From an optimization exercise on the open Yosys and OpenROAD flow, aimed at small area and a short achievable clock period; shortcuts taken in it are not production practice.
The RTL was checked by simulation tests, not by an equivalence proof against the original design.

==> job 4149: inputs <==
## gemv_stream_engine
module gemv_stream_engine (
  input  logic        clk,
  input  logic        rst_n,
  input  logic        start_i,
  input  logic        accum_i,
  input  logic [47:0] w_i,
  input  logic        a_valid_i,
  output logic        a_ready_o,
  input  logic [47:0] a_row_i,
  output logic        o_valid_o,
  input  logic        o_ready_i,
  output logic [15:0] o_data_o,
  output logic [1:0]  o_idx_o,
  output logic        busy_o,
  output logic        done_o,
  output logic        ovf_o
);
  logic [1:0]  state_q;
  logic [71:0] sel_q;      
  logic [71:0] sel_c;
  logic        accum_q;
  logic [1:0]  in_cnt_q;
  logic        ovf_q;
  logic        out_valid_q;
  logic [15:0] out_data_q;
  logic [1:0]  out_idx_q;
  logic [47:0] row_q;
  logic        s1_valid_q;
  logic        s2_valid_q;
  logic [1:0]  s2_idx_q;
  logic [34:0] s2a_q, s2b_q, s2c_q, s2d_q;
  logic [34:0] acc0_q, acc1_q, acc2_q;
  logic [2:0]  acc_vld_q;
  logic        st_idle, st_run, st_done;
  logic        adv_c, accept_c, start_ok_c, last_in_c, last_out_c;
  logic [1:0]  s1_idx_c;
  logic [34:0] acc_add_c, sa_c, sb_c, sc_c, sd_c, v_c;
  logic [34:0] t1s_c, t1c_c, t2s_c, t2c_c;
  logic [15:0] sat_c;
  logic        clamp_c;
  logic [15:0] lo_c;
  ...
==> module gemv_stream_engine, before the edit <==
module gemv_stream_engine (
  input  logic        clk,
  input  logic        rst_n,
  input  logic        start_i,
  input  logic        accum_i,
  input  logic [47:0] w_i,
  input  logic        a_valid_i,
  output logic        a_ready_o,
  input  logic [47:0] a_row_i,
  output logic        o_valid_o,
  input  logic        o_ready_i,
  output logic [15:0] o_data_o,
  output logic [1:0]  o_idx_o,
  output logic        busy_o,
  output logic        done_o,
  output logic        ovf_o
);
  logic [1:0]  state_q;
  logic [71:0] sel_q;      
  logic [71:0] sel_c;
  logic        accum_q;
  logic [1:0]  in_cnt_q;
  logic        ovf_q;
  logic        out_valid_q;
  logic [15:0] out_data_q;
  logic [1:0]  out_idx_q;
  logic [47:0] row_q;
  logic        s1_valid_q;
  logic        s2_valid_q;
  logic [1:0]  s2_idx_q;
  logic [34:0] s2a_q, s2b_q, s2c_q, s2d_q;
  logic [34:0] acc0_q, acc1_q, acc2_q;
  logic [2:0]  acc_vld_q;
  logic        st_idle, st_run, st_done;
  logic        adv_c, accept_c, start_ok_c, last_in_c, last_out_c;
  logic [1:0]  s1_idx_c;
  logic [34:0] acc_add_c, sa_c, sb_c, sc_c, sd_c, v_c;
  logic [34:0] t1s_c, t1c_c, t2s_c, t2c_c;
  logic [15:0] sat_c;
  logic        clamp_c;
  logic [15:0] lo_c;
  logic [19:0] xh_c, yh_c, hx_c, hor_c, hand_c;
  logic        sum_m1_c, sum_0_c, sum_m2_c;
  assign st_idle  = (state_q == 2'd0);
  assign st_run   = (state_q == 2'd1);
  assign st_done  = (state_q == 2'd3);
  assign adv_c      = !out_valid_q || o_ready_i;
  assign a_ready_o  = st_run && adv_c;
  assign accept_c   = a_valid_i && a_ready_o;
  assign start_ok_c = st_idle && start_i;
  assign last_in_c  = accept_c && (in_cnt_q == 2'd2);
  assign last_out_c = out_valid_q && o_ready_i && (out_idx_q == 2'd2);
  assign busy_o = !st_idle;
  assign done_o = st_done;
  assign s1_idx_c = in_cnt_q - 2'd1;
  always_comb begin
    acc_add_c = '0;
    if (accum_q) begin
      case (s1_idx_c)
        2'd0:    if (acc_vld_q[0]) acc_add_c = acc0_q;
        2'd1:    if (acc_vld_q[1]) acc_add_c = acc1_q;
        default: if (acc_vld_q[2]) acc_add_c = acc2_q;
      endcase
    end
  end
  gemv_booth_enc u_enc (
    .w_i   (w_i),
    .sel_o (sel_c)
  );
  gemv_dot_pipe u_dot (
    .sel_i (sel_q),
    .row_i (row_q),
    .acc_i (acc_add_c),
    .s0_o  (sa_c),
    .s1_o  (sb_c),
    .s2_o  (sc_c),
    .s3_o  (sd_c)
  );
  for (genvar i = 0; i < 35; i++) begin : g_csa
    assign {t1c_c[i], t1s_c[i]} = {1'b0, s2a_q[i]} + {1'b0, s2b_q[i]} + {1'b0, s2c_q[i]};
    if (i == 0) begin : g_lsb
      assign {t2c_c[i], t2s_c[i]} = {1'b0, t1s_c[i]} + {1'b0, s2d_q[i]};
    end else begin : g_bit
      assign {t2c_c[i], t2s_c[i]} = {1'b0, t1s_c[i]} + {1'b0, t1c_c[i-1]} + {1'b0, s2d_q[i]};
    end
  end
  assign v_c = t2s_c + {t2c_c[33:0], 1'b0};
  assign lo_c    = {1'b0, t2s_c[14:0]} + {1'b0, t2c_c[13:0], 1'b0};
  assign xh_c    = t2s_c[34:15];
  assign yh_c    = t2c_c[33:14];
  assign hx_c    = xh_c ^ yh_c;
  assign hor_c   = xh_c | yh_c;
  assign hand_c  = xh_c & yh_c;
  assign sum_m1_c = &hx_c;
  assign sum_0_c  = ~|(hx_c ^ {hor_c[18:0], 1'b0});
  assign sum_m2_c = ~|(hx_c ^ {19'h7ffff, 1'b0} ^ {hand_c[18:1], hor_c[0], 1'b0});
  assign clamp_c  = lo_c[15] ? !(sum_m1_c || sum_m2_c) : !(sum_0_c || sum_m1_c);
  assign sat_c    = clamp_c ? (v_c[34] ? 16'h8000 : 16'h7fff) : v_c[15:0];
  always_ff @(posedge clk or negedge rst_n) begin
    if (!rst_n) begin
      state_q     <= 2'd0;
      in_cnt_q    <= '0;
      ovf_q       <= 1'b0;
      out_valid_q <= 1'b0;
      out_data_q  <= '0;
      out_idx_q   <= '0;
      s1_valid_q  <= 1'b0;
      s2_valid_q  <= 1'b0;
      s2_idx_q    <= '0;
      acc_vld_q   <= '0;
    end else begin
      case (state_q)
        2'd0:    if (start_i)    state_q <= 2'd1;
        2'd1:    if (last_in_c)  state_q <= 2'd2;
        2'd2:    if (last_out_c) state_q <= 2'd3;
        default:                 state_q <= 2'd0;
      endcase
      if (accept_c) in_cnt_q <= in_cnt_q + 2'd1;
      if (adv_c) begin
        s1_valid_q  <= accept_c;
        s2_valid_q  <= s1_valid_q;
        out_valid_q <= s2_valid_q;
        if (s1_valid_q) s2_idx_q <= s1_idx_c;
        if (s2_valid_q) begin
          acc_vld_q[s2_idx_q] <= 1'b1;
          out_data_q <= sat_c;
          out_idx_q  <= s2_idx_q;
          if (clamp_c) ovf_q <= 1'b1;
        end
      end
      if (start_ok_c) begin
        in_cnt_q <= '0;
        ovf_q    <= 1'b0;
      end
    end
  end
  always_ff @(posedge clk) begin
    if (start_ok_c) begin
      sel_q   <= sel_c;
      accum_q <= accum_i;
    end
    if (adv_c) begin
      row_q <= a_row_i;
      s2a_q <= sa_c;
      s2b_q <= sb_c;
      s2c_q <= sc_c;
      s2d_q <= sd_c;
      if (s2_valid_q) begin
        case (s2_idx_q)
          2'd0:    acc0_q <= v_c;
          2'd1:    acc1_q <= v_c;
          default: acc2_q <= v_c;
        endcase
      end
    end
  end
  assign o_valid_o = out_valid_q;
  assign o_data_o  = out_data_q;
  assign o_idx_o   = out_idx_q;
  assign ovf_o     = ovf_q;
endmodule
clock: 9.0 ns
lec_check: 0
abc_area: 1
cap_margin: 20
core_margin: 2
core_utilization: 40
setup_slack_margin: 4.7
slew_margin: 20
tns_end_percent: 5
run.sh (not shown) runs the stock make flow with config.mk's settings and CLKGATE_MAP_FILE= SYNTH_SCRIPT=/design/flow/synth_recipe.tcl, a recipe that flattens the netlist after the stock synthesis.
==> inputs of job 7316, as changes to job 4149 <==
--- a/flow/design.v
+++ b/flow/design.v
@@ -2006,6 +2006,9 @@
   logic [34:0] acc0_q, acc1_q, acc2_q;
   logic [2:0]  acc_vld_q;
   logic        st_idle, st_run, st_done;
+  logic [1:0]  state_d;
+  logic        out_valid_d;
+  logic        run_q, run_nv_q;
   logic        adv_c, accept_c, start_ok_c, last_in_c, last_out_c;
   logic [1:0]  s1_idx_c;
   logic [34:0] acc_add_c, sa_c, sb_c, sc_c, sd_c, v_c;
@@ -2019,7 +2022,7 @@
   assign st_run   = (state_q == 2'd1);
   assign st_done  = (state_q == 2'd3);
   assign adv_c      = !out_valid_q || o_ready_i;
-  assign a_ready_o  = st_run && adv_c;
+  assign a_ready_o  = run_nv_q || (run_q && o_ready_i);
   assign accept_c   = a_valid_i && a_ready_o;
   assign start_ok_c = st_idle && start_i;
   assign last_in_c  = accept_c && (in_cnt_q == 2'd2);
@@ -2070,9 +2073,21 @@
   assign sum_m2_c = ~|(hx_c ^ {19'h7ffff, 1'b0} ^ {hand_c[18:1], hor_c[0], 1'b0});
   assign clamp_c  = lo_c[15] ? !(sum_m1_c || sum_m2_c) : !(sum_0_c || sum_m1_c);
   assign sat_c    = clamp_c ? (v_c[34] ? 16'h8000 : 16'h7fff) : v_c[15:0];
+  always_comb begin
+    state_d = state_q;
+    case (state_q)
+      2'd0:    if (start_i)    state_d = 2'd1;
+      2'd1:    if (last_in_c)  state_d = 2'd2;
+      2'd2:    if (last_out_c) state_d = 2'd3;
+      default:                 state_d = 2'd0;
+    endcase
+  end
+  assign out_valid_d = adv_c ? s2_valid_q : out_valid_q;
   always_ff @(posedge clk or negedge rst_n) begin
     if (!rst_n) begin
       state_q     <= 2'd0;
+      run_q       <= 1'b0;
+      run_nv_q    <= 1'b0;
       in_cnt_q    <= '0;
       ovf_q       <= 1'b0;
       out_valid_q <= 1'b0;
@@ -2083,17 +2098,14 @@
       s2_idx_q    <= '0;
       acc_vld_q   <= '0;
     end else begin
-      case (state_q)
-        2'd0:    if (start_i)    state_q <= 2'd1;
-        2'd1:    if (last_in_c)  state_q <= 2'd2;
-        2'd2:    if (last_out_c) state_q <= 2'd3;
-        default:                 state_q <= 2'd0;
-      endcase
+      state_q     <= state_d;
+      run_q       <= (state_d == 2'd1);
+      run_nv_q    <= (state_d == 2'd1) && !out_valid_d;
+      out_valid_q <= out_valid_d;
       if (accept_c) in_cnt_q <= in_cnt_q + 2'd1;
       if (adv_c) begin
         s1_valid_q  <= accept_c;
         s2_valid_q  <= s1_valid_q;
-        out_valid_q <= s2_valid_q;
         if (s1_valid_q) s2_idx_q <= s1_idx_c;
         if (s2_valid_q) begin
           acc_vld_q[s2_idx_q] <= 1'b1;
==> flow/flow/run.sh (new file) <==
#!/bin/bash
# Standard layout, with the port buffers inserted by buffer_ports made of buf_4
# instead of the tool's default pick (a delay buffer), so the ports' buffers are fast.
set -e
echo "export BUFFER_PORTS_ARGS = -buffer_cell sky130_fd_sc_hd__buf_4" >> config.mk
bash standard.sh > standard.log 2>&1
==> flow/standard.sh (new file) <==
#!/bin/bash
# synth_recipe.tcl (not shown) runs the flow's synth.tcl, then flattens the netlist and writes it again
# the make line also repeats each setting of config.mk as NAME=value (left out here)
make -C /OpenROAD-flow-scripts/flow DESIGN_CONFIG=/design/flow/config.mk WORK_HOME=/design/flow/orfs CLKGATE_MAP_FILE= SYNTH_SCRIPT=/design/flow/synth_recipe.tcl "${@:-finish}"
- BUFFER_PORTS_ARGS: default -> -buffer_cell sky130_fd_sc_hd__buf_4
- CORE_UTILIZATION: 40 -> 50
- SETUP_SLACK_MARGIN: 4.7 -> 5.0
removed: flow/run.sh
==> comparison <==
In job 7316 the maximum frequency is larger than in job 4149, by 6.7%.
In synthesized cell count, job 4149 and job 7316 do not differ.
Between job 7316 and job 4149, the lower worst hold slack is in job 4149 (gap 0.010 ns).
Against job 4149, the count of clock-buffer cells in the layout of job 7316 is higher by 1.
Between job 4149 and job 7316, the lower sequential share of layout area is in job 7316 (gap 0.64 points).
==> figures <==
item	job 7316	job 4149
Min setup slack post-route	4.943 ns	4.670 ns
Count of unique library cells instantiated by Yosys	46	45
Area of the multi-input gates	19480 sq um	19360 sq um
Number of design-rule violations left by the first detailed-router iteration	2403	2170
Later-pin clock latency in the skew report	0.61 ns	0.62 ns
Instance count after placement with tap cells included	4289	4554
Status	timing/DRC/antenna clean	timing/DRC/antenna clean
Overall die width	266.4 um	297.0 um
Adder and majority cell fraction of the synthesized area	0.2774	0.2799
CP Buf/Inv Count	4	2

## re-timing with driven ports
No port has a modelled driver above. Below, the same layouts with a new extraction and two added sets of constraints. Step 1: set_driving_cell puts a clkbuf_16 on clk and a buf_2 on each other input, an assumption about the parent block. Step 2 times the ports against the registers' clock, not the clock port: input delays grow and output delays shrink by t, the midpoint of the rising clock arrivals with the driver on. Three values: no drivers, after step 1, after step 2; two values: the first two.
| run | t (ns) | setup WS [ns] | worst setup path at the end |
|---|---|---|---|
| job 4149 | 0.669 | 4.670 / 4.644 / 4.644 | input to output |
| job 7316 | 0.663 | 4.943 / 4.943 / 4.674 | input to register |
After both steps setup and hold are still met in every run listed. The setup slack of job 7316, which loses most, moves by 0.000 ns with the drivers and by -0.269 ns with both steps.
